This is an optimization exercise on Yosys and OpenROAD, whose aim is small area, a short achievable clock period and few clock cycles, not a production implementation. Only simulation tests tie the RTL to the original design; equivalence was not proved. Power is estimated from default activity; no workload was simulated.

`flow/config.mk`:
```
export PLATFORM = sky130hd
export DESIGN_NAME = cache_top
export DESIGN_NICKNAME = cache_top
export VERILOG_FILES = /design/flow/design.v
export SDC_FILE = /design/flow/constraint.sdc
export NUM_CORES = 4
export LEC_CHECK = 0
export CAP_MARGIN = 20
export CORE_MARGIN = 2
export CORE_UTILIZATION = 40
export SLEW_MARGIN = 20
```
`flow/constraint.sdc`:
```
create_clock -name core_clock -period 9.0 [get_ports {Clock}]
set_input_delay 1.8000 -clock core_clock [delete_from_list [all_inputs] [get_ports {Clock}]]
set_output_delay 1.8000 -clock core_clock [all_outputs]
set_load 0.01 [all_outputs]
```
`flow/design.v`:
```
package cache_cmd_pkg;
  localparam logic [3:0] CMD_READ      = 4'd0;
  localparam logic [3:0] CMD_WRITE     = 4'd1;
  localparam logic [3:0] CMD_INVAL     = 4'd3;   
  localparam logic [3:0] CMD_SNOOP_RFO = 4'd4;   
  localparam logic [3:0] CMD_CLEAR     = 4'd8;
  localparam int REQ_BITS = 4 + 32;
endpackage
package cache_line_pkg;
  localparam logic [1:0] MODIFIED  = 2'd0;
  localparam logic [1:0] EXCLUSIVE = 2'd1;
  localparam logic [1:0] SHARED    = 2'd2;
  localparam logic [1:0] INVALID   = 2'd3;
  localparam int EV_RD    = 4;
  localparam int EV_WR    = 3;
  localparam int EV_HIT   = 2;
  localparam int EV_MISS  = 1;
  localparam int EV_WBACK = 0;
endpackage
module cache_top (
  input  logic        Clock,
  input  logic        reset,
  input  logic        psel,
  input  logic        penable,
  input  logic        pwrite,
  input  logic [7:0]  paddr,
  input  logic [31:0] pwdata,
  output logic [31:0] prdata,
  output logic        pready,
  output logic        pslverr
);
  localparam int LINES = 16 * 4;
  logic       access;
  logic       a_addr, a_cmd, rd_ok, cmd_ok;
  logic       wr_addr, do_cmd;
  logic [3:0] c;
  assign access = psel && penable;
  assign c      = pwdata[3:0];
  assign a_addr = (paddr == 8'h00);
  assign a_cmd  = (paddr == 8'h04);
  assign cmd_ok = (c == cache_cmd_pkg::CMD_READ) || (c == cache_cmd_pkg::CMD_WRITE) ||
                  (c == cache_cmd_pkg::CMD_INVAL) || (c == cache_cmd_pkg::CMD_SNOOP_RFO) ||
                  (c == cache_cmd_pkg::CMD_CLEAR);
  assign rd_ok  = (paddr == 8'h00) || (paddr == 8'h08) || (paddr == 8'h10) ||
                  (paddr == 8'h14) || (paddr == 8'h18) || (paddr == 8'h1C) ||
                  (paddr == 8'h20);
  assign pready  = 1'b1;
  assign pslverr = pwrite ? !(a_addr || (a_cmd && cmd_ok)) : !rd_ok;
  assign wr_addr = access && pwrite && a_addr;
  assign do_cmd  = access && pwrite && a_cmd && cmd_ok;
  logic is_rdwr, is_wr, is_inv, is_clr;
  assign is_rdwr = !c[3] && !c[2] && !c[1];
  assign is_wr   = c[0];
  assign is_inv  = c[1];
  assign is_clr  = c[3];
  logic [LINES-1:0][(32 - ($clog2(16)) - ($clog2(64)))-1:0]  line_tag;
  logic [LINES-1:0][1:0]                  line_st;     
  logic [16-1:0][2:0][1:0]       set_lru;     
  logic [32-1:0]            addr_q;
  logic [4:0][16-1:0]        cnt;
  logic [3:0]      lk_match;
  logic [3:0][1:0] lk_st;
  logic [2:0][1:0] lk_lru;
  logic [3:0]       n_set;
  logic [21:0]      n_tag;
  logic [15:0]      n_sel;
  logic [3:0][21:0] n_tagw;
  logic [3:0][1:0]  n_st;
  logic [2:0][1:0]  n_lru;
  logic [3:0]       n_match;
  assign n_set = pwdata[9:6];
  assign n_tag = pwdata[31:10];
  always_comb
  begin
    for (int s = 0; s < 16; s++)
      n_sel[s] = (n_set == s[3:0]);
    n_tagw = '0;
    n_st   = '0;
    n_lru  = '0;
    for (int s = 0; s < 16; s++)
    begin
      for (int w = 0; w < 4; w++)
      begin
        n_tagw[w] = n_tagw[w] | ({22{n_sel[s]}} & line_tag[s*4 + w]);
        n_st[w]   = n_st[w]   | ({2{n_sel[s]}} & line_st[s*4 + w]);
      end
      n_lru = n_lru | ({6{n_sel[s]}} & set_lru[s]);
    end
    for (int w = 0; w < 4; w++)
      n_match[w] = (n_st[w] != 2'b00) && (n_tagw[w] == n_tag);
  end
  logic       hit;
  logic [1:0] hit_way, free_way, way;
  logic       has_free;
  logic [1:0] cur_st, new_st;    
  logic       update;
  logic [3:0] way_oh;
  logic [3:0] set_q;
  logic [1:0] s0, s1, s2, mru;
  logic [2:0][1:0] new_lru;
  assign set_q   = addr_q[9:6];
  assign hit     = |lk_match;
  assign hit_way = {lk_match[3] | lk_match[2], lk_match[3] | lk_match[1]};
  always_comb
  begin
    has_free = 1'b0;
    free_way = '0;
    for (int w = 3; w >= 0; w--)
    begin
      if (lk_st[w] == 2'b00)
      begin
        has_free = 1'b1;
        free_way = w[1:0];
      end
    end
  end
  assign s0  = lk_lru[0] ^ 2'd0;
  assign s1  = lk_lru[1] ^ 2'd1;
  assign s2  = lk_lru[2] ^ 2'd2;
  assign mru = s0 ^ s1 ^ s2 ^ 2'd0 ^ 2'd1 ^ 2'd2 ^ 2'd3;
  assign way    = hit ? hit_way : (has_free ? free_way : s0);
  assign cur_st = lk_st[way];
  always_comb
  begin
    if (!is_rdwr)
      new_st = 2'b00;
    else if (is_wr)
      new_st = 2'b11;
    else if (!hit)
      new_st = 2'b10;
    else if (cur_st == 2'b10)
      new_st = 2'b01;
    else
      new_st = cur_st;
  end
  assign update = is_rdwr || (!is_clr && hit);
  always_comb
  begin
    for (int w = 0; w < 4; w++)
      way_oh[w] = (way == w[1:0]);
    if (way == s0)
      new_lru = {mru ^ 2'd2, s2 ^ 2'd1, s1 ^ 2'd0};
    else if (way == s1)
      new_lru = {mru ^ 2'd2, s2 ^ 2'd1, s0 ^ 2'd0};
    else if (way == s2)
      new_lru = {mru ^ 2'd2, s1 ^ 2'd1, s0 ^ 2'd0};
    else
      new_lru = lk_lru;
  end
  logic [4:0] ev;   
  assign ev[0] = do_cmd && is_rdwr && !is_wr;
  assign ev[1] = do_cmd && is_rdwr && is_wr;
  assign ev[2] = do_cmd && is_rdwr && hit;
  assign ev[3] = do_cmd && is_rdwr && !hit;
  assign ev[4] = do_cmd && cur_st == 2'b11 && ((is_rdwr && !hit) || (is_inv && hit));
  always_ff @(posedge Clock or posedge reset)
  begin
    if (reset)
      cnt <= '0;
    else
      for (int i = 0; i < 5; i++)
        if (ev[i] && cnt[i] != '1)
          cnt[i] <= cnt[i] + 1'b1;
  end
  always_ff @(posedge Clock or posedge reset)
  begin
    if (reset)
      addr_q <= '0;
    else if (wr_addr)
      addr_q <= pwdata;
  end
  always_ff @(posedge Clock or posedge reset)
  begin
    if (reset)
    begin
      lk_match <= '0;
      lk_st    <= '0;
      lk_lru   <= '0;
    end
    else if (wr_addr)
    begin
      lk_match <= n_match;
      lk_st    <= n_st;
      lk_lru   <= n_lru;
    end
    else if (do_cmd && is_clr)
    begin
      lk_match <= '0;
      lk_st    <= '0;
      lk_lru   <= '0;
    end
    else if (do_cmd && update)
    begin
      lk_match <= is_rdwr ? way_oh : 4'b0;
      for (int w = 0; w < 4; w++)
        if (way_oh[w])
          lk_st[w] <= new_st;
      lk_lru <= new_lru;
    end
  end
  for (genvar e = 0; e < LINES; e++)
  begin : g_line
    localparam logic [1:0] W = e % 4;
    localparam logic [3:0] S = e / 4;
    always_ff @(posedge Clock)
    begin
      if (do_cmd && is_rdwr && set_q == S && way == W)
        line_tag[e] <= addr_q[31:10];
    end
    always_ff @(posedge Clock or posedge reset)
    begin
      if (reset)
        line_st[e] <= 2'b00;
      else if (do_cmd && is_clr)
        line_st[e] <= 2'b00;
      else if (do_cmd && update && set_q == S && way == W)
        line_st[e] <= new_st;
    end
  end
  for (genvar s = 0; s < 16; s++)
  begin : g_set
    always_ff @(posedge Clock or posedge reset)
    begin
      if (reset)
        set_lru[s] <= '0;
      else if (do_cmd && is_clr)
        set_lru[s] <= '0;
      else if (do_cmd && update && set_q == s[3:0])
        set_lru[s] <= new_lru;
    end
  end
  logic [1:0] probe;
  always_comb
  begin
    probe = 2'b00;
    for (int w = 0; w < 4; w++)
      if (lk_match[w])
        probe = probe | lk_st[w];
    probe = ~probe;   
  end
  always_comb
  begin
    if (paddr[5])
      prdata = 32'(cnt[4]);
    else if (paddr[4])
      prdata = 32'(cnt[paddr[3:2]]);
    else if (paddr[3])
      prdata = 32'(probe);
    else
      prdata = addr_q;
  end
endmodule
```
`flow/run.sh`:
```
#!/bin/bash
# synth_recipe.tcl (not shown) runs the flow's synth.tcl, then flattens the netlist and writes it again
# the make line also repeats each setting of config.mk as NAME=value (left out here)
make -C /OpenROAD-flow-scripts/flow DESIGN_CONFIG=/design/flow/config.mk WORK_HOME=/design/flow/orfs CLKGATE_MAP_FILE= SYNTH_SCRIPT=/design/flow/synth_recipe.tcl finish
```
==> summary.txt, run 1 <==
Worst setup path
  – Reg-to-Reg End: line_tag[1048]$_DFFE_PP_
  – R2R cell count: 8
  – Critical path, cell by cell: clkdlybuf4s50_1 > nor2_1 > a22oi_1 > o21ai_0 > clkdlybuf4s50_1
  – Cell mode on critical path: clkdlybuf4s50_1
  – CP top delay family: buffers and inverters
  – Crit start category: primary input
  – Slowest cell delay on critical path: 0.93 ns
  – Worst r2r src: lk_match[0]$_DFFE_PP0P_
  – Maximum fanout along the worst path: 24
  – Crit Path Category: primary input to primary output
  – Critical path's slowest cell: nor2_1
  – CP arrival: approximately 4.6 ns
  – Crit path buffers/inverters: 2
  – CP endpoint kind: primary output
  – Reg-to-reg slack, setup: about 4.9 ns
  – Required time worst endpoint: 7.20 ns

Die
  – Number of core rows: 155
  – I/O Pins: 79
  – Die Area: 182900 um^2
  – Height of the die: 427.7 um
  – Core area: 178400 um^2
  – Initial Util: 40.24%
  – Die extent in x: 427.7 um

Place
  – Place WS: 2.652 ns
  – # port buffers: 77
  – DP HPWL: 162600 um
  – Placer Congestion: 0.9723

Synth
  – Gate count after technology mapping: ~4800
  – Cell Area, Synth: 71800 um^2
  – Area leader, netlist: edfxtp_1
  – Syn_area_per_cell: 15.00 um^2
  – Post-synth EDFFs: 1408
  – Area contributors post-synth: edfxtp_1 (59%), dfrtp_1 (12%), a22oi_1 (3.9%)
  – Syn nets: 4838
  – Fraction of registers with async set/reset: about a fifth
  – Synth warn: 1
  – #FFs+latches synth: 1762
  – Yosys top cell area share: 58.89%
  – Post-synthesis sequential area ratio: a little under three quarters
  – Main flop type after synthesis: edfxtp_1
  – Distinct cells, synth: 96

Clock network
  – Post-CTS Setup Bufs: 0
  – # hold bufs at CTS: 0
  – Clk Latency, worst-skew pair: 0.84 ns
  – CTS resizes: 0
  – Clock slew at reported path FFs: 0.06 ns
  – H-tree depth: 4
  – Bufs on Longest Clock Path: 3
  – CTS tree: yes
  – Num Clock Sinks: 1762
  – Root buf cell: clkbuf_16
  – Total CTS buffers: 176

Routing
  – Post-DR vias/cell: 6.561
  – Starting DRT DRC Count: 8444
  – First-pass detailed-route iteration total: 6
  – Via count: 48760
  – Post-route DRC: 0
  – Antenna Nets Post-Route: 0
  – Routed WL per cell: about 37 um
  – Total Wirelength: between 200000 and 300000 um

Final layout
  – Layout cells sized above 1: between 15 and 20%
  – Filler cell count: approximately 16000
  – Area Overhead vs Synth: 14.01%
  – Util after Layout: about 46%
  – Net count, final: 4974

STA
  – Fin crit share: 71.58%
  – Final setup TNS: 0 ns
  – Fin Hold WS: approximately 0.48 ns
  – Final worst slack: 2.558 ns
  – Fin crit period: 6.442 ns
  – Hold Vio Cnt, Final: 0
  – Fin Clk Skew: 0.04852 ns
  – Endpoints failing setup: 0
  – Worst slew pin tran: 1.318 ns
  – Max Slew Vio Count: 0
  – Max Fclk: between 150 and 200 MHz
  – RSZ-0062 raised after global routing: false
  – Slew HR: around 12%

Pwr
  – Total power divided by cell area: between 200 and 250 nW/um^2
  – Comb power frac: 5.0%
  – Cell Int Power: 13.03 mW
  – Sw power: 3.854 mW
  – Worst VDD drop: 0.1915 mV
  – Clock share of power: 43.3%
  – Pleak: 30.27 nW
  – Switching share of total power: 22.83%
  – Sequential share of power: 51.7%

Global route
  – Largest net degree at the start of global routing: about 160
  – Number of global-route vias before repair: approximately 46000
  – Total grt overflow: 0
  – Gr usage total: 29.94%
  – Initial antenna violation count: 25
  – First-pass GRT wire length: 377700 um

Worst hold path
  – Hold endpoint: addr_q[3]$_DFFE_PP0P_
  – WHS Path Cells: 2
  – Min-delay src: addr_q[3]$_DFFE_PP0P_
  – Hold Path Class: register to register

Run
  – Max cap viols: 0

Outcome
  – Outcome: finished clean
[power by group through the flow]
stage	Clock (mW)	Sequential, mW	Combinational (mW)
2_1_floorplan	0	8.91	0.372
3_3_place_gp	0	8.90	0.795
3_5_place_dp	0	8.90	0.800
4_1_cts	7.33	8.73	0.802
5_1_grt	7.66	8.73	0.835
6_report	7.31	8.73	0.839
[synth_stat cells, drive strengths merged, types with 33 or more instances]
cell type and number:
edfxtp 1408, a22oi 373, dfrtp 354, nand2 273
mux2 214, o21ai 200, nor2 199, clkbuf 191
nand3 159, buf 148, mux2i 120, a21oi 109
xnor2 84, a221oi 81, a22o 76, xor2 73
o22ai 58, nand4 57, nor3 56, a211oi 35
and2 33
[how the worst max path moves through the flow]
stage	start	to	cells after the start	slack, ns
final	paddr[4]	prdata[6]	5	2.56
after global routing	paddr[4]	prdata[6]	5	2.29
after CTS	paddr[4]	prdata[6]	5	2.64
after detailed placement	paddr[4]	prdata[6]	5	2.65
after global placement	paddr[4]	prdata[6]	5	2.75
after floorplan	reset	addr_q[0]$_DFFE_PP0P_	1	2.46
[registers in the layout, summed over array words and instances (netlist names)]
| signal | flops |
|---|---|
| addr_q | 32 |
| cnt | 80 |
| line_st | 128 |
| line_tag | 1408 |
| lk_lru | 6 |
| lk_match | 4 |
| lk_st | 8 |
| set_lru | 96 |
[cells in the final DEF, fill, tap and decap left out, types with 18 or more instances in the layout]
cell type        netlist  final
a222oi_1              25     25
xnor2_1               82     82
o22ai_1               58     58
a21oi_1              106    106
xor2_1                73     73
nor3_1                54     51
o211ai_1              18     18
mux2_2               214    214
nand2_1              273    270
nor4_1                26     25
dfrtp_1              354    332
o221ai_1              25     25
clkbuf_16              0    180
inv_1                 24     23
a221oi_1              81     81
a22oi_1              373    373
a211oi_1              33     33
nand3b_1              18     18
nor2_1               198    127
edfxtp_1            1408   1408
and2_1                33     32
nand3_1              157    157
clkdlybuf4s50_1        0     72
mux4_2                23     23
and3_1                22     22
clkinv_2               0     22
clkbuf_1             187     52
o21ai_0              186    185
a32oi_1               20     20
a22o_1                76     76
clkinv_1               0     29
buf_4                 27    211
mux2i_1              120    120
nor2_2                 1     66
nand4_1               55     55
dfrtp_2                0     21
[layer usage]
| metal | part of all wire [%] | wire length, um | vias up | global-route usage, % |
|---|---|---|---|---|
| met3 | 14 | 38710 | 813 | 9.610 |
| met4 | 6.7 | 18490 | 18 | 17.08 |
| li1 | - | - | 19230 | - |
| met2 | 43 | 119900 | 3803 | 43.68 |
| met1 | 36 | 100300 | 24900 | 39.37 |
| met5 | 0.040 | 110 | - | 0 |
[worst register-to-register path: stages, from the launching register on]
cell	delay [ns]
dfrtp_1	0.38
buf_4	0.21
nor4_4	0.64
o311ai_1	0.32
o21ai_1	0.64
nand2_2	0.06
buf_4	0.31
nor2_2	0.85
buf_4	0.39
[logic make-up (layout without fill, tap and decap cells)]
| logic type | after synthesis | after routing | synth area share (%) |
|---|---|---|---|
| AND/OR/NAND/NOR | 986 | 986 | 7.030 |
| flip-flops | 1762 | 1762 | 71.22 |
| other | 1 | 11 | 0.005223 |
| buffers and inverters | 364 | 643 | 2.311 |
| AO/OA/AOI/OAI | 1156 | 1156 | 11.66 |
| multiplexers | 357 | 357 | 5.751 |
| XOR/XNOR | 157 | 157 | 1.936 |
| adder cells (fa/ha/maj) | 5 | 5 | 0.08713 |
[layout make-up]
| type | instances | area (um^2) | area share (%) |
|---|---|---|---|
| sequential | 1762 | 51170 | 62.51 |
| multi-input combinational | 2662 | 19470 | 23.79 |
| clock buffer | 245 | 4878 | 5.959 |
| tap | 2355 | 2947 | 3.600 |
| timing repair buffer | 297 | 2534 | 3.095 |
| clock inverter | 76 | 734.5 | 0.8972 |
| inverter | 25 | 97.59 | 0.1192 |
| antenna | 10 | 25.02 | 0.03057 |
[metrics by stage]
stage / instance area (um^2) / power, mW / std cells
final: 81860 / 16.88 / 7432
after global routing: 81840 / 17.23 / 7424
after CTS: 81820 / 16.86 / 7421
after detailed placement: 76210 / 9.703 / 7100
after global placement: 76180 / 9.698 / 7099
after floorplan: 71800 / 9.287 / 4788
Testbench counts, summed over its fixed seeds: cycles 17,704.
==> inputs of run 2 (changes only) <==
--- a/flow/config.mk
+++ b/flow/config.mk
@@ -9,3 +9,4 @@
 export CORE_MARGIN = 2
 export CORE_UTILIZATION = 40
+export SETUP_SLACK_MARGIN = 4.5
 export SLEW_MARGIN = 20
==> summary.txt, run 2 <==
Outcome
  – Outcome: finished clean

Worst setup path
  – CP endpoint kind: primary output
  – Maximum fanout along the worst path: 6
  – Slowest cell delay on critical path: 0.51 ns
  – Critical path, cell by cell: buf_12 > buf_12 > buf_4 > mux4_2 > a22oi_2 > o21ai_1 > buf_2
  – Required time worst endpoint: 7.20 ns
  – Cell mode on critical path: buf_12
  – Crit Path Category: primary input to primary output
  – CP arrival: 3.08 ns
  – Critical path's slowest cell: mux4_2
  – Reg-to-reg slack, setup: 4.80 ns
  – Crit start category: primary input

Place
  – DP HPWL: 160800 um
  – # port buffers: 77
  – Placer Congestion: 0.9342
  – Place WS: 2.585 ns

STA
  – Hold Vio Cnt, Final: 0
  – Endpoints failing setup: 0
  – Fin crit period: about 4.9 ns
  – RSZ-0062 raised after global routing: true
  – Max Slew Vio Count: 0
  – Worst slew pin tran: 1.258 ns
  – Fin Clk Skew: ~0.058 ns
  – Max Fclk: a little over 200 MHz
  – Final setup TNS: 0 ns
  – Fin crit share: 54.21%
  – Slew HR: roughly 16%
  – Fin Hold WS: 0.4852 ns
  – Final worst slack: 4.121 ns

Final layout
  – Area Overhead vs Synth: 17.32%
  – Commonest non-fill, non-tap cells in the layout: edfxtp_1 (1408), a22oi_1 (361), dfrtp_1 (332)
  – Storage cell area: 51170 um^2
  – Filler cell count: 15400
  – Top flop regs: line_tag: 1408 flops, line_st: 128 flops, set_lru: 96 flops
  – Util after Layout: 47.21%
  – Commonest non-fill, non-tap cell in the layout: edfxtp_1
  – Biggest register: line_tag
  – Layout cells sized above 1: 21.99%
  – Max reg flops: 1408
  – Net count, final: 5090
  – Multi-input logic area: 20240 um^2

Die
  – Die Area: 182900 um^2
  – I/O Pins: slightly below 80
  – Initial Util: 40.24%
  – Height of the die: 427.7 um
  – Number of core rows: 155
  – Die extent in x: 427.7 um
  – Core area: 178400 um^2

Synth
  – Gate count after technology mapping: 4788
  – Area leader, netlist: edfxtp_1
  – Post-synth top cells: edfxtp_1 (1408), a22oi_1 (373), dfrtp_1 (354)
  – Main flop type after synthesis: edfxtp_1
  – Syn_area_per_cell: 15.00 um^2
  – Yosys top cell area share: 58.89%
  – Fraction of registers with async set/reset: 20.09%
  – Area contributors post-synth: edfxtp_1 (59%), dfrtp_1 (12%), a22oi_1 (3.9%)
  – Post-synth EDFFs: 1408
  – Cell Area, Synth: 71800 um^2
  – Post-synthesis sequential area ratio: ~71%
  – Synth warn: 1
  – Syn nets: 4838
  – Distinct cells, synth: 96
  – Top-count cell post-synth: edfxtp_1
  – #FFs+latches synth: around 1800

Clock network
  – Total CTS buffers: 174
  – Clock slew at reported path FFs: about 0.06 ns
  – CTS tree: yes
  – H-tree depth: 4
  – Bufs on Longest Clock Path: 3
  – # hold bufs at CTS: 0
  – Root buf cell: clkbuf_16
  – Clk Latency, worst-skew pair: between 0.8 and 0.9 ns
  – Num Clock Sinks: 1762

Routing
  – Antenna Nets Post-Route: 0
  – Post-DR vias/cell: approximately 6.6
  – Starting DRT DRC Count: 8337
  – Via count: 49840
  – Total Wirelength: 284300 um
  – First-pass detailed-route iteration total: 6
  – Routed WL per cell: 37.66 um
  – Post-route DRC: 0

Global route
  – Largest net degree at the start of global routing: 159
  – Gr usage total: 30.73%
  – Initial antenna violation count: 21
  – Total grt overflow: 0
  – Number of global-route vias before repair: 46790
  – First-pass GRT wire length: 387100 um

Pwr
  – Total power divided by cell area: 201.9 nW/um^2
  – Worst VDD drop: 0.1661 mV
  – Pleak: 31.26 nW

Run
  – Max cap viols: 0

Worst hold path
  – Hold Path Class: register to register
==> run 2: report_power, final <==
group	leakage [nW]	internal, mW	switching, mW	total, mW
clock network	2.80	4.12	3.26	7.38
logic	8.70	0.226	0.666	0.891
registers	19.8	8.73	0.00723	8.74
==> run 2: path summary, 6_finish.rpt <==
| path | from | to | cells after the start |
|---|---|---|---|
| max | paddr[2] | prdata[9] | 7 |
| min | addr_q[0]$_DFFE_PP0P_ | addr_q[0]$_DFFE_PP0P_ | 2 |
| max reg2reg | lk_match[0]$_DFFE_PP0P_ | lk_st[0]$_DFFE_PP0P_ | 10 |
| min reg2reg | addr_q[0]$_DFFE_PP0P_ | addr_q[0]$_DFFE_PP0P_ | 2 |
| max in group asynchronous | reset | addr_q[28]$_DFFE_PP0P_ | 4 |
| min in group asynchronous | reset | cnt[20]$_DFFE_PP0P_ | 2 |
==> run 2: kinds of logic (layout without fill, tap and decap cells) <==
logic type	Yosys count	after routing	share of synthesized area, %
AOI/OAI and AO/OA	1156	1156	11.66
xor gates and xnor gates	157	157	1.936
adders and majority gates	5	5	0.08713
buffers and inverters	364	732	2.311
DFF	1762	1762	71.22
muxes	357	357	5.751
other	1	16	0.005223
and+or+nand+nor	986	1010	7.030
==> run 2: worst max-delay path, delay by kind of cell <==
| kind | cells | cell delay (ns) |
|---|---|---|
| multiplexers | 1 | 0.51 |
| buffers and inverters | 4 | 0.49 |
| AO/OA/AOI/OAI | 2 | 0.26 |
==> run 2: metrics by stage <==
step / area [um^2] / instances / power, mW
after CTS: 83830 / 7525 / 16.97
after detailed placement: 76170 / 7076 / 9.700
after global placement: 76130 / 7072 / 9.696
after global routing: 84200 / 7535 / 17.34
after floorplan: 72080 / 4788 / 9.293
final: 84230 / 7550 / 17.01
==> run 2: cell type report <==
type | instances | share of cell area (%)
Tap cell | 2355 | 3.498
Timing Repair Buffer | 391 | 4.725
Inverter | 25 | 0.1203
Antenna cell | 15 | 0.04456
Multi-Input combinational cell | 2686 | 24.03
Sequential cell | 1762 | 60.75
Clock buffer | 242 | 5.771
Clock inverter | 74 | 1.062
==> run 2: metal layers <==
| layer | vias to the layer above | track usage (%) | part of all wire [%] |
|---|---|---|---|
| li1 | 19510 | - | - |
| met4 | 16 | 18.42 | 7.3 |
| met1 | 25330 | 39.67 | 35 |
| met2 | 4021 | 45.12 | 43 |
| met5 | - | 0 | 0.064 |
| met3 | 967 | 10.03 | 14 |
==> run 2: what timing repair did <==
action / 4_1_cts / 5_1_grt
pin swaps: 81 / 27
gates cloned: 30 / 1
endpoints found under the setup margin: 1637 / 984
setup buffers: 103 / 9
gates resized for setup: 348 / 79
==> inputs of run 3 (changes only) <==
--- a/flow/design.v
+++ b/flow/design.v
@@ -59,7 +59,18 @@
   logic [32-1:0]            addr_q;
   logic [4:0][16-1:0]        cnt;
-  logic [3:0]      lk_match;
+  logic [3:0]      lk_match;    
   logic [3:0][1:0] lk_st;
   logic [2:0][1:0] lk_lru;
+  logic [3:0]      lk_fill;     
+  function automatic logic [3:0] fill_way(input logic [3:0][1:0] st, input logic [1:0] lru0);
+    logic [3:0] inv;
+    for (int w = 0; w < 4; w++)
+      inv[w] = (st[w] == 2'b00);
+    if (inv[0])      fill_way = 4'b0001;
+    else if (inv[1]) fill_way = 4'b0010;
+    else if (inv[2]) fill_way = 4'b0100;
+    else if (inv[3]) fill_way = 4'b1000;
+    else             fill_way = 4'b0001 << lru0;
+  endfunction
   logic [3:0]       n_set;
   logic [21:0]      n_tag;
@@ -91,34 +102,25 @@
   end
   logic       hit;
-  logic [1:0] hit_way, free_way, way;
-  logic       has_free;
+  logic [3:0] way_oh;
   logic [1:0] cur_st, new_st;    
   logic       update;
-  logic [3:0] way_oh;
   logic [3:0] set_q;
   logic [1:0] s0, s1, s2, mru;
   logic [2:0][1:0] new_lru;
-  assign set_q   = addr_q[9:6];
-  assign hit     = |lk_match;
-  assign hit_way = {lk_match[3] | lk_match[2], lk_match[3] | lk_match[1]};
-  always_comb
-  begin
-    has_free = 1'b0;
-    free_way = '0;
-    for (int w = 3; w >= 0; w--)
-    begin
-      if (lk_st[w] == 2'b00)
-      begin
-        has_free = 1'b1;
-        free_way = w[1:0];
-      end
-    end
+  logic [3:0][1:0] upd_st;
+  assign set_q  = addr_q[9:6];
+  assign hit    = |lk_match;
+  assign way_oh = hit ? lk_match : lk_fill;
+  always_comb
+  begin
+    cur_st = 2'b00;
+    for (int w = 0; w < 4; w++)
+      if (way_oh[w])
+        cur_st = cur_st | lk_st[w];
   end
   assign s0  = lk_lru[0] ^ 2'd0;
   assign s1  = lk_lru[1] ^ 2'd1;
   assign s2  = lk_lru[2] ^ 2'd2;
-  assign mru = s0 ^ s1 ^ s2 ^ 2'd0 ^ 2'd1 ^ 2'd2 ^ 2'd3;
-  assign way    = hit ? hit_way : (has_free ? free_way : s0);
-  assign cur_st = lk_st[way];
+  assign mru = s0 ^ s1 ^ s2;
   always_comb
   begin
@@ -137,14 +139,17 @@
   always_comb
   begin
-    for (int w = 0; w < 4; w++)
-      way_oh[w] = (way == w[1:0]);
-    if (way == s0)
+    if (way_oh[s0])
       new_lru = {mru ^ 2'd2, s2 ^ 2'd1, s1 ^ 2'd0};
-    else if (way == s1)
+    else if (way_oh[s1])
       new_lru = {mru ^ 2'd2, s2 ^ 2'd1, s0 ^ 2'd0};
-    else if (way == s2)
+    else if (way_oh[s2])
       new_lru = {mru ^ 2'd2, s1 ^ 2'd1, s0 ^ 2'd0};
     else
       new_lru = lk_lru;
+  end
+  always_comb
+  begin
+    for (int w = 0; w < 4; w++)
+      upd_st[w] = way_oh[w] ? new_st : lk_st[w];
   end
   logic [4:0] ev;   
@@ -177,4 +182,5 @@
       lk_st    <= '0;
       lk_lru   <= '0;
+      lk_fill  <= 4'b0001;
     end
     else if (wr_addr)
@@ -183,4 +189,5 @@
       lk_st    <= n_st;
       lk_lru   <= n_lru;
+      lk_fill  <= fill_way(n_st, n_lru[0]);
     end
     else if (do_cmd && is_clr)
@@ -189,21 +196,21 @@
       lk_st    <= '0;
       lk_lru   <= '0;
+      lk_fill  <= 4'b0001;
     end
     else if (do_cmd && update)
     begin
       lk_match <= is_rdwr ? way_oh : 4'b0;
-      for (int w = 0; w < 4; w++)
-        if (way_oh[w])
-          lk_st[w] <= new_st;
-      lk_lru <= new_lru;
+      lk_st    <= upd_st;
+      lk_lru   <= new_lru;
+      lk_fill  <= fill_way(upd_st, new_lru[0]);
     end
   end
   for (genvar e = 0; e < LINES; e++)
   begin : g_line
-    localparam logic [1:0] W = e % 4;
+    localparam int W = e % 4;
     localparam logic [3:0] S = e / 4;
     always_ff @(posedge Clock)
     begin
-      if (do_cmd && is_rdwr && set_q == S && way == W)
+      if (do_cmd && is_rdwr && set_q == S && way_oh[W])
         line_tag[e] <= addr_q[31:10];
     end
@@ -214,5 +221,5 @@
       else if (do_cmd && is_clr)
         line_st[e] <= 2'b00;
-      else if (do_cmd && update && set_q == S && way == W)
+      else if (do_cmd && update && set_q == S && way_oh[W])
         line_st[e] <= new_st;
     end
@@ -239,14 +246,17 @@
     probe = ~probe;   
   end
-  always_comb
-  begin
-    if (paddr[5])
-      prdata = 32'(cnt[4]);
-    else if (paddr[4])
-      prdata = 32'(cnt[paddr[3:2]]);
-    else if (paddr[3])
-      prdata = 32'(probe);
-    else
-      prdata = addr_q;
+  logic r_addr, r_probe, r_cnt4;
+  logic [3:0] r_cnt;
+  assign r_cnt4  = paddr[5];
+  assign r_cnt   = {4{!paddr[5] && paddr[4]}} & (4'b0001 << paddr[3:2]);
+  assign r_probe = !paddr[5] && !paddr[4] && paddr[3];
+  assign r_addr  = !paddr[5] && !paddr[4] && !paddr[3];
+  always_comb
+  begin
+    prdata = {32{r_addr}} & addr_q;
+    prdata[1:0] = prdata[1:0] | ({2{r_probe}} & probe);
+    for (int i = 0; i < 4; i++)
+      prdata[15:0] = prdata[15:0] | ({16{r_cnt[i]}} & cnt[i]);
+    prdata[15:0] = prdata[15:0] | ({16{r_cnt4}} & cnt[4]);
   end
 endmodule
--- a/flow/config.mk
+++ b/flow/config.mk
@@ -8,5 +8,6 @@
 export CAP_MARGIN = 20
 export CORE_MARGIN = 2
-export CORE_UTILIZATION = 40
-export SETUP_SLACK_MARGIN = 4.5
+export CORE_UTILIZATION = 55
+export CTS_BUF_LIST = sky130_fd_sc_hd__clkbuf_8
+export SETUP_SLACK_MARGIN = 5
 export SLEW_MARGIN = 20
==> summary.txt, run 3 <==
Final layout
  – Final Cell Area: 84820 um^2
  – Non-Filler Instances: about 7500
  – Commonest non-fill, non-tap cell in the layout: edfxtp_1
  – Biggest register: line_tag
  – Layout cells sized above 1: 20.77%
  – Net count, final: 5593
  – Top flop regs: line_tag: 1408 flops, line_st: 128 flops, set_lru: 96 flops
  – Filler cell count: 9383
  – Max reg flops: between 1000 and 1500
  – Commonest non-fill, non-tap cells in the layout: edfxtp_1 (1408), nand2_1 (447), clkbuf_8 (345)
  – Area Overhead vs Synth: 18.53%

STA
  – Max Fclk: 202.5 MHz
  – Worst slew pin tran: around 1.3 ns
  – Hold Vio Cnt, Final: 0
  – Slew HR: 12.04%
  – Final setup TNS: 0 ns
  – RSZ-0062 raised after global routing: true
  – Fin Clk Skew: ~0.087 ns
  – Fin crit share: 54.87%
  – Max Slew Vio Count: 0
  – Endpoints failing setup: 0
  – Fin crit period: 4.939 ns

Global route
  – Total grt overflow: 0
  – Initial antenna violation count: 38
  – Largest net degree at the start of global routing: 164
  – Number of global-route vias before repair: between 40000 and 50000
  – First-pass GRT wire length: between 400000 and 500000 um
  – Gr usage total: between 40 and 50%

Run
  – Max cap viols: 0

Routing
  – Via count: 54810
  – Post-route DRC: 0
  – First-pass detailed-route iteration total: 9
  – Post-DR vias/cell: 7.280
  – Routed WL per cell: 41.87 um
  – Antenna Nets Post-Route: 0
  – Total Wirelength: 315200 um
  – Starting DRT DRC Count: 10530

Worst setup path
  – Maximum fanout along the worst path: 5
  – CP arrival: 3.14 ns
  – Crit start category: primary input
  – R2R cell count: 4
  – Crit path buffers/inverters: 4
  – Required time worst endpoint: 7.20 ns
  – CP endpoint kind: primary output
  – Critical path's slowest cell: a222oi_1
  – Critical path, cell by cell: buf_12 > clkinvlp_4 > nor2_4 > and3_4 > buf_6 > a222oi_1 > nand2_1 > buf_2
  – Reg-to-reg slack, setup: 5.07 ns
  – Worst r2r src: addr_q[7]$_DFFE_PP0P_
  – CP top delay family: buffers and inverters
  – Reg-to-Reg End: line_tag[882]$_DFFE_PP_
  – Crit Path Category: primary input to primary output
  – Slowest cell delay on critical path: between 0.4 and 0.5 ns

Synth
  – #FFs+latches synth: ~1800
  – Post-synthesis sequential area ratio: 71.61%
  – Post-synth top cells: edfxtp_1 (1408), nand2_1 (470), dfrtp_1 (357)
  – Gate count after technology mapping: 5034
  – Cell Area, Synth: a little over 70000 um^2
  – Fraction of registers with async set/reset: between 20% and 30%
  – Yosys top cell area share: roughly three fifths
  – Syn nets: 5084
  – Area contributors post-synth: edfxtp_1 (59%), dfrtp_1 (12%), a22oi_1 (3.5%)
  – Synth warn: 1
  – Post-synth EDFFs: 1408
  – Top-count cell post-synth: edfxtp_1
  – Area leader, netlist: edfxtp_1
  – Main flop type after synthesis: edfxtp_1
  – Distinct cells, synth: 86
  – Syn_area_per_cell: 14.21 um^2

Die
  – Number of core rows: approximately 130
  – I/O Pins: 79
  – Initial Util: 55.33%
  – Core area: 129300 um^2
  – Die Area: 133000 um^2
  – Die extent in x: 364.7 um
  – Height of the die: around 360 um

Place
  – Placer Congestion: 0.9787
  – # port buffers: between 70 and 80
  – DP HPWL: ~180000 um
  – DP Area: 75370 um^2
  – Placed Cells incl. Taps: approximately 6700

Pwr
  – Switching share of total power: 24.30%
  – Sequential share of power: 52.6%
  – Cell Int Power: 12.59 mW
  – Sw power: 4.041 mW
  – Worst VDD drop: 0.2164 mV
  – Total power divided by cell area: 196.0 nW/um^2
  – Comb power frac: 6.1%
  – Pleak: 32.15 nW
  – Clock share of power: 41.3%

Clock network
  – Bufs on Longest Clock Path: 4
  – Num Clock Sinks: between 1500 and 2000
  – Clk Latency, worst-skew pair: 1.09 ns
  – H-tree depth: 5
  – Total CTS buffers: 307
  – Clock slew at reported path FFs: around 0.06 ns
  – CTS tree: yes
  – # hold bufs at CTS: 0
  – Root buf cell: clkbuf_8

Worst hold path
  – Hold endpoint: addr_q[5]$_DFFE_PP0P_
  – WHS Path Cells: 2
  – Min-delay src: addr_q[5]$_DFFE_PP0P_
  – Hold Path Class: register to register

Outcome
  – Outcome: finished clean
run 3: cell count changes after synthesis, sizes merged, moves of 13 or more:
cell / before / now
o22ai: 58 / 98
a222oi: 25 / 62
nand2: 273 / 472
a22oi: 373 / 337
mux4: 23 / 10
a221oi: 81 / 62
mux2i: 120 / 160
a21oi: 109 / 180
mux2: 214 / 49
nor2: 199 / 277
o21ai: 200 / 303
nand3: 159 / 126
run 3: final cells by class:
type | instances | area (um^2) | share of cell area, %
Clock buffer | 344 | 4735 | 5.582
Multi-Input combinational cell | 2942 | 20330 | 23.97
Tap cell | 1742 | 2180 | 2.570
Antenna cell | 33 | 82.58 | 0.09736
Clock inverter | 176 | 793.3 | 0.9353
Timing Repair Buffer | 505 | 5328 | 6.281
Sequential cell | 1766 | 51270 | 60.45
Inverter | 21 | 98.84 | 0.1165
run 3: power by group through the flow:
stage	Combinational, mW	Sequential, mW	Clock (mW)
after floorplan	0.364	8.93	0
after global routing	0.970	8.75	7.20
after global placement	0.810	8.92	0
final	1.01	8.75	6.87
after CTS	0.898	8.75	6.83
after detailed placement	0.810	8.92	0
run 3: cell families after synthesis:
| family | synth area share [%] |
|---|---|
| buf+inv | 2.362 |
| compound gates | 12.66 |
| fa+ha+maj | 0.08743 |
| other cells | 0.005241 |
| xor+xnor | 1.971 |
| simple gates | 7.977 |
| mux | 3.334 |
| flops | 71.61 |
run 3: layer usage:
metal / part of all wire, % / track usage [%] / vias to the layer above
met1: 33 / 59.22 / 26760
met3: 17 / 19.60 / 1568
li1: - / - / 20800
met5: 0.081 / 0 / -
met2: 41 / 64.50 / 5660
met4: 9.3 / 35.57 / 24
run 3: how the worst max path moves through the flow:
stage                     startpoint                     to  cells after the start
after floorplan                reset  addr_q[0]$_DFFE_PP0P_                      1
after global placement      paddr[5]  lk_lru[4]$_DFFE_PP0P_                      9
after detailed placement    paddr[5]  lk_lru[4]$_DFFE_PP0P_                      9
after CTS                   paddr[4]             prdata[11]                      9
after global routing        paddr[4]             prdata[11]                      9
final                       paddr[4]              prdata[9]                      8
run 3: worst register-to-register path, cell delays in order (launching register included):
cell	delay [ns]
dfrtp_1	0.74
nor2b_1	0.93
nand2_1	0.99
nor2_2	0.43
buf_4	0.45
run 3: metrics by stage:
stage          utilization (%)  power [mW]  worst slack, ns  hold WS (ns)
3_3_place_gp             58.28       9.729            2.511        0.4557
2_1_floorplan                -       9.295            2.403        0.4383
3_5_place_dp             58.28       9.729            2.447        0.4598
6_report                 65.59       16.63            4.061        0.4744
5_1_grt                  65.53       16.92            3.980        0.5064
4_1_cts                  64.94       16.48            4.045        0.4762
run 3: repair_timing:
item	4_1_cts	5_1_grt
setup endpoints to repair	1768	649
pin swaps	101	28
setup buffers	159	36
resized for setup	321	63
gates cloned	48	6
Testbench counts of run 3, summed over its fixed seeds: cycles 17,704.
==> inputs of run 4 (changes only) <==
--- a/flow/design.v
+++ b/flow/design.v
@@ -63,4 +63,5 @@
   logic [2:0][1:0] lk_lru;
   logic [3:0]      lk_fill;     
+  logic [1:0]      lk_probe;    
   function automatic logic [3:0] fill_way(input logic [3:0][1:0] st, input logic [1:0] lru0);
     logic [3:0] inv;
@@ -183,4 +184,5 @@
       lk_lru   <= '0;
       lk_fill  <= 4'b0001;
+      lk_probe <= cache_line_pkg::INVALID;
     end
     else if (wr_addr)
@@ -190,4 +192,5 @@
       lk_lru   <= n_lru;
       lk_fill  <= fill_way(n_st, n_lru[0]);
+      lk_probe <= probe_of(n_match, n_st);
     end
     else if (do_cmd && is_clr)
@@ -197,4 +200,5 @@
       lk_lru   <= '0;
       lk_fill  <= 4'b0001;
+      lk_probe <= cache_line_pkg::INVALID;
     end
     else if (do_cmd && update)
@@ -204,4 +208,5 @@
       lk_lru   <= new_lru;
       lk_fill  <= fill_way(upd_st, new_lru[0]);
+      lk_probe <= ~new_st;   
     end
   end
@@ -237,23 +242,25 @@
     end
   end
-  logic [1:0] probe;
-  always_comb
-  begin
-    probe = 2'b00;
-    for (int w = 0; w < 4; w++)
-      if (lk_match[w])
-        probe = probe | lk_st[w];
-    probe = ~probe;   
-  end
+  function automatic logic [1:0] probe_of(input logic [3:0] match, input logic [3:0][1:0] st);
+    logic [1:0] p;
+    p = 2'b00;
+    for (int w = 0; w < 4; w++)
+      if (match[w])
+        p = p | st[w];
+    probe_of = ~p;   
+  endfunction
   logic r_addr, r_probe, r_cnt4;
   logic [3:0] r_cnt;
-  assign r_cnt4  = paddr[5];
-  assign r_cnt   = {4{!paddr[5] && paddr[4]}} & (4'b0001 << paddr[3:2]);
-  assign r_probe = !paddr[5] && !paddr[4] && paddr[3];
-  assign r_addr  = !paddr[5] && !paddr[4] && !paddr[3];
+  assign r_cnt4   = paddr[5];
+  assign r_addr   = !paddr[5] && !paddr[4] && !paddr[3];
+  assign r_probe  = !paddr[4] && paddr[3];
+  assign r_cnt[0] = paddr[4] && !paddr[3] && !paddr[2];
+  assign r_cnt[1] = paddr[4] && !paddr[3] && paddr[2];
+  assign r_cnt[2] = paddr[4] && paddr[3] && !paddr[2];
+  assign r_cnt[3] = paddr[4] && paddr[3] && paddr[2];
   always_comb
   begin
     prdata = {32{r_addr}} & addr_q;
-    prdata[1:0] = prdata[1:0] | ({2{r_probe}} & probe);
+    prdata[1:0] = prdata[1:0] | ({2{r_probe}} & lk_probe);
     for (int i = 0; i < 4; i++)
       prdata[15:0] = prdata[15:0] | ({16{r_cnt[i]}} & cnt[i]);
==> flow/flow/run.sh (new file) <==
#!/bin/bash
# Standard layout, with two changes: the clock tree is built from larger sink
# clusters without dummy loads, and the slow 4:1 mux and 3x2-input AOI cells
# are added to the platform's don't-use list (synthesis otherwise puts them on
# the bus read-data path). make's output goes to flow_make.log; each step's
# own log is under orfs/logs.
set -euo pipefail
export CTS_ARGS="-sink_clustering_enable -repair_clock_nets -sink_clustering_size 22 -sink_clustering_max_diameter 60 -dont_use_dummy_load"
PLATFORM_DONT_USE=$(make -s -C "$FLOW_HOME" DESIGN_CONFIG="$PWD/config.mk" WORK_HOME="$PWD/orfs" print-DONT_USE_CELLS | sed -n 's/^DONT_USE_CELLS: //p')
EXTRA="sky130_fd_sc_hd__mux4_1 sky130_fd_sc_hd__mux4_2 sky130_fd_sc_hd__mux4_4 sky130_fd_sc_hd__a222oi_1"
echo "DONT_USE_CELLS: $PLATFORM_DONT_USE $EXTRA" > dont_use.log
bash standard.sh "DONT_USE_CELLS=$PLATFORM_DONT_USE $EXTRA" finish > flow_make.log 2>&1
==> flow/standard.sh (new file) <==
#!/bin/bash
# synth_recipe.tcl (not shown) runs the flow's synth.tcl, then flattens the netlist and writes it again
# the make line also repeats each setting of config.mk as NAME=value (left out here)
make -C /OpenROAD-flow-scripts/flow DESIGN_CONFIG=/design/flow/config.mk WORK_HOME=/design/flow/orfs CLKGATE_MAP_FILE= SYNTH_SCRIPT=/design/flow/synth_recipe.tcl "${@:-finish}"
--- a/flow/config.mk
+++ b/flow/config.mk
@@ -8,6 +8,5 @@
 export CAP_MARGIN = 20
 export CORE_MARGIN = 2
-export CORE_UTILIZATION = 55
-export CTS_BUF_LIST = sky130_fd_sc_hd__clkbuf_8
-export SETUP_SLACK_MARGIN = 5
+export CORE_UTILIZATION = 50
+export SETUP_SLACK_MARGIN = 4.4
 export SLEW_MARGIN = 20
removed: flow/run.sh
==> summary.txt, run 4 <==
Final layout
  – Area Overhead vs Synth: 13.02%
  – Layout cells sized above 1: ~17%
  – Non-Filler Instances: 7348
  – Final Cell Area: 82950 um^2
  – Commonest non-fill, non-tap cell in the layout: edfxtp_1
  – Top flop regs: line_tag: 1408 flops, line_st: 128 flops, set_lru: 96 flops
  – Commonest non-fill, non-tap cells in the layout: edfxtp_1 (1408), nand2_1 (345), dfrtp_1 (335)
  – Biggest register: line_tag
  – Util after Layout: between 50% and 60%
  – Net count, final: 5460
  – Max reg flops: 1408

Place
  – Place WS: 2.287 ns
  – # port buffers: 77
  – DP Area: 77200 um^2
  – DP HPWL: 184200 um
  – Placer Congestion: 0.9936
  – Placed Cells incl. Taps: 7075

STA
  – Fin Hold WS: 0.4807 ns
  – Max Slew Vio Count: 0
  – Fin crit period: 4.768 ns
  – RSZ-0062 raised after global routing: true
  – Endpoints failing setup: 0
  – Max Fclk: 209.8 MHz
  – Slew HR: 17.67%
  – Fin crit share: around 53%
  – Final setup TNS: 0 ns
  – Fin Clk Skew: a little under 0.06 ns
  – Hold Vio Cnt, Final: 0
  – Final worst slack: 4.232 ns
  – Worst slew pin tran: 1.231 ns

Pwr
  – Pwr Total: 15.33 mW
  – Worst VDD drop: 0.2057 mV
  – Pleak: 30.60 nW
  – Total power divided by cell area: between 150 and 200 nW/um^2

Clock network
  – Total CTS buffers: 139
  – Root buf cell: clkbuf_16
  – H-tree depth: 4
  – Clk Latency, worst-skew pair: 0.80 ns
  – Clock slew at reported path FFs: 0.06 ns
  – CTS tree: yes
  – Num Clock Sinks: about 1800
  – Bufs on Longest Clock Path: 3

Die
  – Core area: approximately 150000 um^2
  – Die Area: between 100000 and 150000 um^2
  – Initial Util: 50.36%
  – Number of core rows: 140
  – Height of the die: approximately 390 um
  – Die extent in x: 387.1 um
  – I/O Pins: 79

Global route
  – Gr usage total: 40.36%
  – Number of global-route vias before repair: between 40000 and 50000
  – Initial antenna violation count: 24
  – Largest net degree at the start of global routing: 75
  – Total grt overflow: 0
  – First-pass GRT wire length: 414200 um

Synth
  – Cell Area, Synth: 73400 um^2
  – Yosys top cell area share: 57.61%
  – #FFs+latches synth: 1768
  – Syn nets: 5250
  – Area leader, netlist: edfxtp_1
  – Distinct cells, synth: 95
  – Post-synth EDFFs: 1408
  – Area contributors post-synth: edfxtp_1 (58%), dfrtp_1 (12%), a22oi_1 (3.5%)
  – Syn_area_per_cell: 14.11 um^2
  – Fraction of registers with async set/reset: 20.36%
  – Main flop type after synthesis: edfxtp_1
  – Top-count cell post-synth: edfxtp_1
  – Gate count after technology mapping: 5200
  – Synth warn: 1
  – Post-synth top cells: edfxtp_1 (1408), dfrtp_1 (357), nand2_1 (353)
  – Post-synthesis sequential area ratio: 69.88%

Routing
  – Via count: 53180
  – Total Wirelength: 310800 um
  – Starting DRT DRC Count: about 9000
  – Post-DR vias/cell: 7.237
  – Post-route DRC: 0
  – Antenna Nets Post-Route: 0
  – Routed WL per cell: 42.30 um
  – First-pass detailed-route iteration total: 8

Worst setup path
  – Maximum fanout along the worst path: 5
  – Crit start category: primary input
  – Crit Path Category: primary input to primary output
  – CP endpoint kind: primary output
  – CP arrival: roughly 3 ns
  – Required time worst endpoint: 7.20 ns
  – Reg-to-reg slack, setup: 5.10 ns

Run
  – Max cap viols: 0

Worst hold path
  – Hold Path Class: register to register

Outcome
  – Outcome: finished clean
==> run 4: cell types whose count changed in the layout (fill, tap and decap cells not counted), sizes merged, moves of 46 or more <==
cell	change
a222oi	-62
clkbuf	-204
clkinv	-75
inv	-86
mux2	+46
nand2	-119
nor2	-48
==> run 4: worst paths after layout <==
kind	from	to	cells past startpoint
max	paddr[3]	prdata[2]	8
max in group asynchronous	reset	line_st[93]$_DFFE_PP0P_	4
min in group asynchronous	reset	set_lru[60]$_DFFE_PP0P_	3
min	line_st[123]$_DFFE_PP0P_	line_st[123]$_DFFE_PP0P_	2
max reg2reg	addr_q[6]$_DFFE_PP0P_	line_st[101]$_DFFE_PP0P_	6
min reg2reg	line_st[123]$_DFFE_PP0P_	line_st[123]$_DFFE_PP0P_	2
==> run 4: logic make-up after synthesis <==
family	after synthesis	synth area share, %
AOI/OAI and AO/OA	1397	13.16
buffers and inverters	409	2.801
DFF	1768	69.88
adders and majority gates	5	0.08524
muxes	283	4.021
and+or+nand+nor	1202	8.428
other	1	0.005109
xor gates and xnor gates	135	1.611
==> run 4: layout make-up <==
class / count / area [um^2]
diodes: 23 / 57.56
clock buffers: 139 / 3478
fillers: 11700 / 62790
inverters: 29 / 116.4
multi-input cells: 3028 / 21090
flip-flops and latches: 1768 / 51320
well taps: 1917 / 2399
repair buffers: 444 / 4497
==> run 4: repair_timing <==
action	CTS	global route
gates resized for setup	343	106
cloned	17	7
pin swaps	30	22
setup buffers	61	25
hold buffers	0	0
endpoints found under the setup margin	1543	632
==> run 4: worst max-delay path, cell delays in order <==
cell and delay [ns]:
buf_12 0.11, buf_12 0.13, buf_12 0.13, nor3_4 0.26, buf_4 0.16, a22oi_2 0.04, o211ai_1 0.14, buf_2 0.19
==> run 4: report_power, final <==
group          internal [mW]  switching, mW
Combinational          0.290          0.796
Clock                   2.72           2.77
Sequential              8.75        0.00955
==> run 4: routing by layer <==
layer | up-vias | global-route usage (%) | part of all wire, %
met5 | - | 0 | 0.036
met4 | 20 | 27.68 | 8.7
met1 | 26480 | 51.91 | 35
met2 | 4764 | 56.68 | 41
met3 | 1248 | 15.16 | 15
li1 | 20670 | - | -
Testbench counts of run 4, summed over its fixed seeds: cycles 17,704.
==> inputs of run 5 (changes only) <==
--- a/flow/flow/run.sh
+++ b/flow/flow/run.sh
@@ -6,5 +6,5 @@
 # own log is under orfs/logs.
 set -euo pipefail
-export CTS_ARGS="-sink_clustering_enable -repair_clock_nets -sink_clustering_size 22 -sink_clustering_max_diameter 60 -dont_use_dummy_load"
+export CTS_ARGS="-sink_clustering_enable -repair_clock_nets -sink_clustering_size 30 -sink_clustering_max_diameter 80 -dont_use_dummy_load"
 PLATFORM_DONT_USE=$(make -s -C "$FLOW_HOME" DESIGN_CONFIG="$PWD/config.mk" WORK_HOME="$PWD/orfs" print-DONT_USE_CELLS | sed -n 's/^DONT_USE_CELLS: //p')
 EXTRA="sky130_fd_sc_hd__mux4_1 sky130_fd_sc_hd__mux4_2 sky130_fd_sc_hd__mux4_4 sky130_fd_sc_hd__a222oi_1"
--- a/flow/config.mk
+++ b/flow/config.mk
@@ -8,5 +8,5 @@
 export CAP_MARGIN = 20
 export CORE_MARGIN = 2
-export CORE_UTILIZATION = 50
+export CORE_UTILIZATION = 60
 export SETUP_SLACK_MARGIN = 4.4
 export SLEW_MARGIN = 20
==> summary.txt, run 5 <==
Global route
  – Gr usage total: 48.89%
  – Number of global-route vias before repair: 48400
  – Largest net degree at the start of global routing: about 160
  – Total grt overflow: 0
  – Initial antenna violation count: 38
  – First-pass GRT wire length: just over 400000 um

Outcome
  – Outcome: finished clean

STA
  – Fin crit period: 4.968 ns
  – Max Slew Vio Count: 0
  – Endpoints failing setup: 0
  – Fin crit share: 55.20%
  – Slew HR: 13.32%
  – Max Fclk: 201.3 MHz
  – Worst slew pin tran: 1.296 ns
  – RSZ-0062 raised after global routing: true
  – Fin Clk Skew: 0.08166 ns
  – Final setup TNS: 0 ns
  – Hold Vio Cnt, Final: 0

Pwr
  – Clock share of power: 29.3%
  – Cell Int Power: 10.60 mW
  – Sw power: 3.330 mW
  – Worst VDD drop: 0.1685 mV
  – Pleak: 29.77 nW
  – Total power divided by cell area: 171.6 nW/um^2
  – Switching share of total power: 23.91%
  – Pwr Total: 13.93 mW
  – Comb power frac: 7.9%
  – Sequential share of power: roughly 63%

Worst setup path
  – Slowest cell delay on critical path: 0.78 ns
  – Crit start category: primary input
  – CP endpoint kind: register
  – Critical Path Source: pwdata[8]
  – CP arrival: around 5.6 ns
  – Cell mode on critical path: buf_4
  – Critical path, cell by cell: buf_16 > nor2b_4 > buf_4 > a22oi_1 > o22ai_1 > a2111oi_4 > xnor2_1 > nor4_1 > nand4_1 > buf_4 > nor3_4 > a211oi_1
  – Maximum fanout along the worst path: 33
  – Crit Path Category: primary input to register
  – Required time worst endpoint: about 9.6 ns
  – Worst r2r src: addr_q[6]$_DFFE_PP0P_
  – Critical path's slowest cell: nor2b_4

Place
  – DP Area: 76660 um^2
  – Placer Congestion: just over 1
  – DP HPWL: 188100 um
  – # port buffers: between 70 and 80

Final layout
  – Biggest register: line_tag
  – Layout cells sized above 1: 16.86%
  – Commonest non-fill, non-tap cells in the layout: edfxtp_1 (1408), nand2_1 (346), dfrtp_1 (335)
  – Top flop regs: line_tag: 1408 flops, line_st: 128 flops, set_lru: 96 flops
  – Net count, final: 5384
  – Area Overhead vs Synth: 10.56%
  – Multi-input logic area: 21350 um^2
  – Max reg flops: 1408
  – Filler cell count: 8727
  – Storage cell area: ~50000 um^2
  – Final Cell Area: ~80000 um^2
  – Commonest non-fill, non-tap cell in the layout: edfxtp_1

Synth
  – Fraction of registers with async set/reset: 20.36%
  – Distinct cells, synth: 95
  – Post-synth EDFFs: 1408
  – Post-synth top cells: edfxtp_1 (1408), dfrtp_1 (357), nand2_1 (353)
  – Top-count cell post-synth: edfxtp_1
  – Syn_area_per_cell: around 14 um^2
  – Area leader, netlist: edfxtp_1
  – Cell Area, Synth: between 70000 and 80000 um^2
  – Post-synthesis sequential area ratio: 69.88%
  – #FFs+latches synth: around 1800
  – Main flop type after synthesis: edfxtp_1
  – Yosys top cell area share: 57.61%
  – Area contributors post-synth: edfxtp_1 (58%), dfrtp_1 (12%), a22oi_1 (3.5%)
  – Synth warn: 1
  – Gate count after technology mapping: 5200
  – Syn nets: around 5300

Worst hold path
  – Min-delay src: cnt[13]$_DFFE_PP0P_
  – Hold Path Class: register to register

Die
  – I/O Pins: between 70 and 80
  – Height of the die: 353.8 um
  – Die Area: 125100 um^2
  – Die extent in x: ~350 um
  – Core area: 121600 um^2
  – Number of core rows: roughly 130
  – Initial Util: 60.38%

Clock network
  – Num Clock Sinks: 1768
  – Root buf cell: clkbuf_16
  – # hold bufs at CTS: 0
  – Clk Latency, worst-skew pair: 0.76 ns
  – Total CTS buffers: 78
  – Bufs on Longest Clock Path: 3
  – Clock slew at reported path FFs: 0.08 ns
  – CTS tree: yes
  – H-tree depth: 3

Routing
  – Total Wirelength: roughly 310000 um
  – Routed WL per cell: 44.48 um
  – Via count: 54070
  – Antenna Nets Post-Route: 0
  – First-pass detailed-route iteration total: 8
  – Starting DRT DRC Count: 11690
  – Post-DR vias/cell: 7.736
  – Post-route DRC: 0

Run
  – Max cap viols: 0
-- run 5: cell counts after synthesis --
No cell type changed its count.
-- run 5: repair_timing --
action / 4_1_cts / 5_1_grt
gates cloned: 20 / 5
setup buffers: 62 / 34
pin swaps: 35 / 28
endpoints found under the setup margin: 1265 / 571
resized for setup: 383 / 91
-- run 5: cell families after synthesis --
group,after synthesis,synth area share (%)
adder cells (fa/ha/maj),5,0.08524
flip-flops,1768,69.88
multiplexers,283,4.021
XOR/XNOR,135,1.611
buffers and inverters,409,2.801
other,1,0.005109
AND/OR/NAND/NOR,1202,8.428
AO/OA/AOI/OAI,1397,13.16
-- run 5: critical path, delay by kind of cell --
| family | cells | cell delay [ns] |
|---|---|---|
| simple gates | 4 | 1.82 |
| compound gates | 4 | 0.66 |
| xor+xnor | 1 | 0.19 |
| buf+inv | 3 | 1.01 |
-- run 5: final timing paths --
kind / slack, ns / depth (start not counted) / end
worst max-delay path: 4.03 / 12 / lk_probe[1]$_DFFE_PP1P_
worst min-delay path: 0.49 / 1 / cnt[13]$_DFFE_PP0P_
worst max register to register: 5.12 / 6 / line_st[104]$_DFFE_PP0P_
worst min register to register: 0.49 / 1 / cnt[13]$_DFFE_PP0P_
max in group asynchronous: 5.62 / 4 / addr_q[17]$_DFFE_PP0P_
min in group asynchronous: 1.49 / 2 / addr_q[14]$_DFFE_PP0P_
-- run 5: final cells by class --
type | instances | share of cell area, %
flip-flops and latches | 1768 | 63.24
multi-input cells | 3032 | 26.31
repair buffers | 425 | 5.293
well taps | 1625 | 2.506
clock buffers | 78 | 2.405
inverters | 29 | 0.1465
diodes | 32 | 0.09868
-- run 5: metal layers --
metal  GRT usage [%]  share of wire (%)
met5           1.057              0.096
met4           35.03                9.2
met3           21.23                 17
met2           66.42                 41
met1           62.61                 33
-- run 5: power by group through the flow --
stage / Sequential (mW) / Combinational (mW) / Clock (mW)
global route: 8.75 / 1.06 / 4.27
finish: 8.75 / 1.10 / 4.08
floorplan: 8.94 / 0.434 / 0
CTS: 8.75 / 0.975 / 4.04
global placement: 8.93 / 0.878 / 0
detailed placement: 8.93 / 0.881 / 0
-- run 5: per-stage QoR --
stage                     instances  hold slack (ns)  setup WS [ns]  util [%]
final                          6989           0.4877          4.032     66.76
after global routing           6960           0.5195          4.167     66.70
after CTS                      6918           0.4859          4.169     66.02
after detailed placement       6758           0.4678          2.134     63.07
after global placement         6754           0.4567          2.249     63.00
after floorplan                5200           0.4425          2.376         -
==> inputs of run 6 (changes only) <==
--- a/flow/config.mk
+++ b/flow/config.mk
@@ -8,5 +8,5 @@
 export CAP_MARGIN = 20
 export CORE_MARGIN = 2
-export CORE_UTILIZATION = 60
+export CORE_UTILIZATION = 50
 export SETUP_SLACK_MARGIN = 4.4
 export SLEW_MARGIN = 20
==> summary.txt, run 6 <==
Outcome
  – Outcome: finished clean

Worst setup path
  – Crit Path Category: primary input to primary output
  – CP endpoint kind: primary output
  – Maximum fanout along the worst path: 4
  – CP arrival: 2.98 ns
  – Required time worst endpoint: 7.20 ns
  – Crit start category: primary input

Final layout
  – Filler cell count: 11780
  – Biggest register: line_tag
  – Max reg flops: 1408
  – Final Cell Area: 81780 um^2
  – Commonest non-fill, non-tap cell in the layout: edfxtp_1
  – Net count, final: 5412
  – Area Overhead vs Synth: 11.43%
  – Top flop regs: line_tag: 1408 flops, line_st: 128 flops, set_lru: 96 flops
  – Layout cells sized above 1: 16.81%
  – Commonest non-fill, non-tap cells in the layout: edfxtp_1 (1408), nand2_1 (345), dfrtp_1 (335)

STA
  – RSZ-0062 raised after global routing: true
  – Slew HR: 14.44%
  – Fin Hold WS: 0.4860 ns
  – Fin crit share: 53.06%
  – Fin Clk Skew: 0.07281 ns
  – Final setup TNS: 0 ns
  – Endpoints failing setup: 0
  – Fin crit period: 4.775 ns
  – Max Slew Vio Count: 0
  – Hold Vio Cnt, Final: 0
  – Worst slew pin tran: 1.279 ns
  – Max Fclk: 209.4 MHz

Clock network
  – Root buf cell: clkbuf_16
  – # hold bufs at CTS: 0
  – CTS tree: yes
  – Bufs on Longest Clock Path: 3
  – Num Clock Sinks: 1768
  – H-tree depth: 3
  – Clock slew at reported path FFs: 0.08 ns
  – Clk Latency, worst-skew pair: around 0.78 ns
  – Total CTS buffers: 93

Synth
  – Post-synth top cells: edfxtp_1 (1408), dfrtp_1 (357), nand2_1 (353)
  – Area contributors post-synth: edfxtp_1 (58%), dfrtp_1 (12%), a22oi_1 (3.5%)
  – #FFs+latches synth: 1768
  – Post-synthesis sequential area ratio: between 60% and 70%
  – Post-synth EDFFs: 1408
  – Yosys top cell area share: 57.61%
  – Top-count cell post-synth: edfxtp_1
  – Main flop type after synthesis: edfxtp_1
  – Syn nets: around 5300
  – Synth warn: 1
  – Distinct cells, synth: 95
  – Cell Area, Synth: 73400 um^2
  – Area leader, netlist: edfxtp_1
  – Syn_area_per_cell: roughly 14 um^2
  – Fraction of registers with async set/reset: 20.36%
  – Gate count after technology mapping: 5200

Die
  – Number of core rows: 140
  – Core area: roughly 150000 um^2
  – Die extent in x: ~390 um
  – I/O Pins: 79
  – Initial Util: about half
  – Height of the die: 387.1 um
  – Die Area: ~150000 um^2

Pwr
  – Pleak: between 30 and 40 nW
  – Total power divided by cell area: 174.4 nW/um^2
  – Worst VDD drop: 0.1474 mV

Global route
  – Number of global-route vias before repair: 48100
  – Total grt overflow: 0
  – Gr usage total: approximately two fifths
  – Largest net degree at the start of global routing: 75
  – First-pass GRT wire length: 413200 um
  – Initial antenna violation count: 29

Routing
  – Post-DR vias/cell: 7.260
  – First-pass detailed-route iteration total: 6
  – Total Wirelength: 309400 um
  – Starting DRT DRC Count: 9346
  – Routed WL per cell: 42.37 um
  – Via count: between 50000 and 60000
  – Antenna Nets Post-Route: 0
  – Post-route DRC: 0

Place
  – # port buffers: 77
  – DP HPWL: 184200 um
  – DP Area: just under 80000 um^2
  – Placer Congestion: 0.9936

Run
  – Max cap viols: 0

Worst hold path
  – Hold Path Class: register to register
[run 6: worst max-delay path: stages]
cell,delay (ns)
buf_12,0.10
buf_12,0.13
nor2b_4,0.15
buf_6,0.13
a32o_1,0.23
a221o_1,0.28
buf_2,0.15
[run 6: path summary, 6_finish.rpt]
path	start	slack, ns	cells after the start	end
min reg2reg	addr_q[5]$_DFFE_PP0P_	0.49	2	addr_q[5]$_DFFE_PP0P_
min in group asynchronous	reset	1.53	3	addr_q[30]$_DFFE_PP0P_
min	addr_q[5]$_DFFE_PP0P_	0.49	2	addr_q[5]$_DFFE_PP0P_
max in group asynchronous	reset	5.81	4	line_st[93]$_DFFE_PP0P_
max	paddr[3]	4.22	7	prdata[11]
max reg2reg	addr_q[6]$_DFFE_PP0P_	5.11	6	line_st[101]$_DFFE_PP0P_
[run 6: layout make-up]
cell class,count,area [um^2],area share (%)
Multi-Input combinational cell,3028,21160,25.88
Timing Repair Buffer,442,4392,5.370
Clock buffer,93,2327,2.846
Antenna cell,27,67.56,0.08261
Inverter,29,116.4,0.1423
Tap cell,1917,2399,2.933
Sequential cell,1768,51320,62.75
[run 6: per-layer routing]
layer  GRT usage [%]  part of all wire, %  routed length [um]
met1           51.92                   35              107700
met2           56.97                   42              128500
met3           14.77                   15               46480
met4           26.95                  8.6               26710
met5               0                0.034                 105
[run 6: kinds of logic (layout without fill, tap and decap cells)]
logic type | Yosys count | count (layout) | synth area share [%]
AO/OA/AOI/OAI | 1397 | 1397 | 13.16
XOR/XNOR | 135 | 135 | 1.611
adder cells (fa/ha/maj) | 5 | 5 | 0.08524
buffers and inverters | 409 | 564 | 2.801
flip-flops | 1768 | 1768 | 69.88
multiplexers | 283 | 283 | 4.021
other | 1 | 28 | 0.005109
AND/OR/NAND/NOR | 1202 | 1207 | 8.428
[run 6: metrics by stage]
step | setup slack [ns] | utilization (%) | std cells | total power, mW
2_1_floorplan | 2.376 | - | 5200 | 9.376
3_3_place_gp | 2.302 | 52.97 | 7075 | 9.839
3_5_place_dp | 2.287 | 52.97 | 7075 | 9.841
4_1_cts | 4.248 | 55.57 | 7235 | 14.17
5_1_grt | 4.195 | 56.07 | 7278 | 14.50
6_report | 4.225 | 56.12 | 7304 | 14.27
[run 6: where the power goes]
| part | switching (mW) | leakage [nW] | total (mW) | internal, mW |
|---|---|---|---|---|
| Clock | 2.59 | 1.15 | 4.43 | 1.84 |
| Sequential | 0.00959 | 19.8 | 8.75 | 8.75 |
| Combinational | 0.796 | 9.02 | 1.09 | 0.289 |
| Total | 3.39 | 30.0 | 14.3 | 10.9 |
[run 6: what timing repair did]
action | CTS | global route
endpoints found under the setup margin | 1560 | 735
buffers inserted | 49 | 37
pin swaps | 36 | 31
gates resized for setup | 365 | 79
gates cloned | 18 | 4

separate check: timing with driven ports:
The flow's constraints put no driver on any port. The routed layouts listed below were extracted and timed again, unchanged, in two steps. Step 1 (the two cells are an assumption about what drives the block):
set clk [get_ports {Clock}]
set_driving_cell -lib_cell sky130_fd_sc_hd__clkbuf_16 $clk
set_driving_cell -lib_cell sky130_fd_sc_hd__buf_2 [delete_from_list [all_inputs] $clk]
Step 2 also shifts input and output timing later by t, the mid clock arrival at the registers, as if the neighbouring blocks saw the same clock. Three values: no drivers, after step 1, after step 2; two values: the first two.
run	t (ns)	slack for setup (ns)	worst hold slack (ns)
run 1	0.899	2.558 / 2.529 / 2.529	0.482 / 0.482 / 0.482
run 2	0.926	4.121 / 4.048 / 3.545	0.485 / 0.485 / 0.485
run 3	1.111	4.061 / 4.012 / 3.434	0.474 / 0.474 / 0.474
run 4	0.861	4.232 / 4.029 / 3.167	0.481 / 0.481 / 0.481
run 5	0.803	4.032 / 3.887 / 3.084	0.488 / 0.488 / 0.488
run 6	0.810	4.225 / 4.010 / 3.199	0.486 / 0.486 / 0.486
After both steps setup and hold are still met in every run listed. For run 4, which loses most, drivers alone change the setup slack by -0.203 ns; drivers and shift together by -1.065 ns.
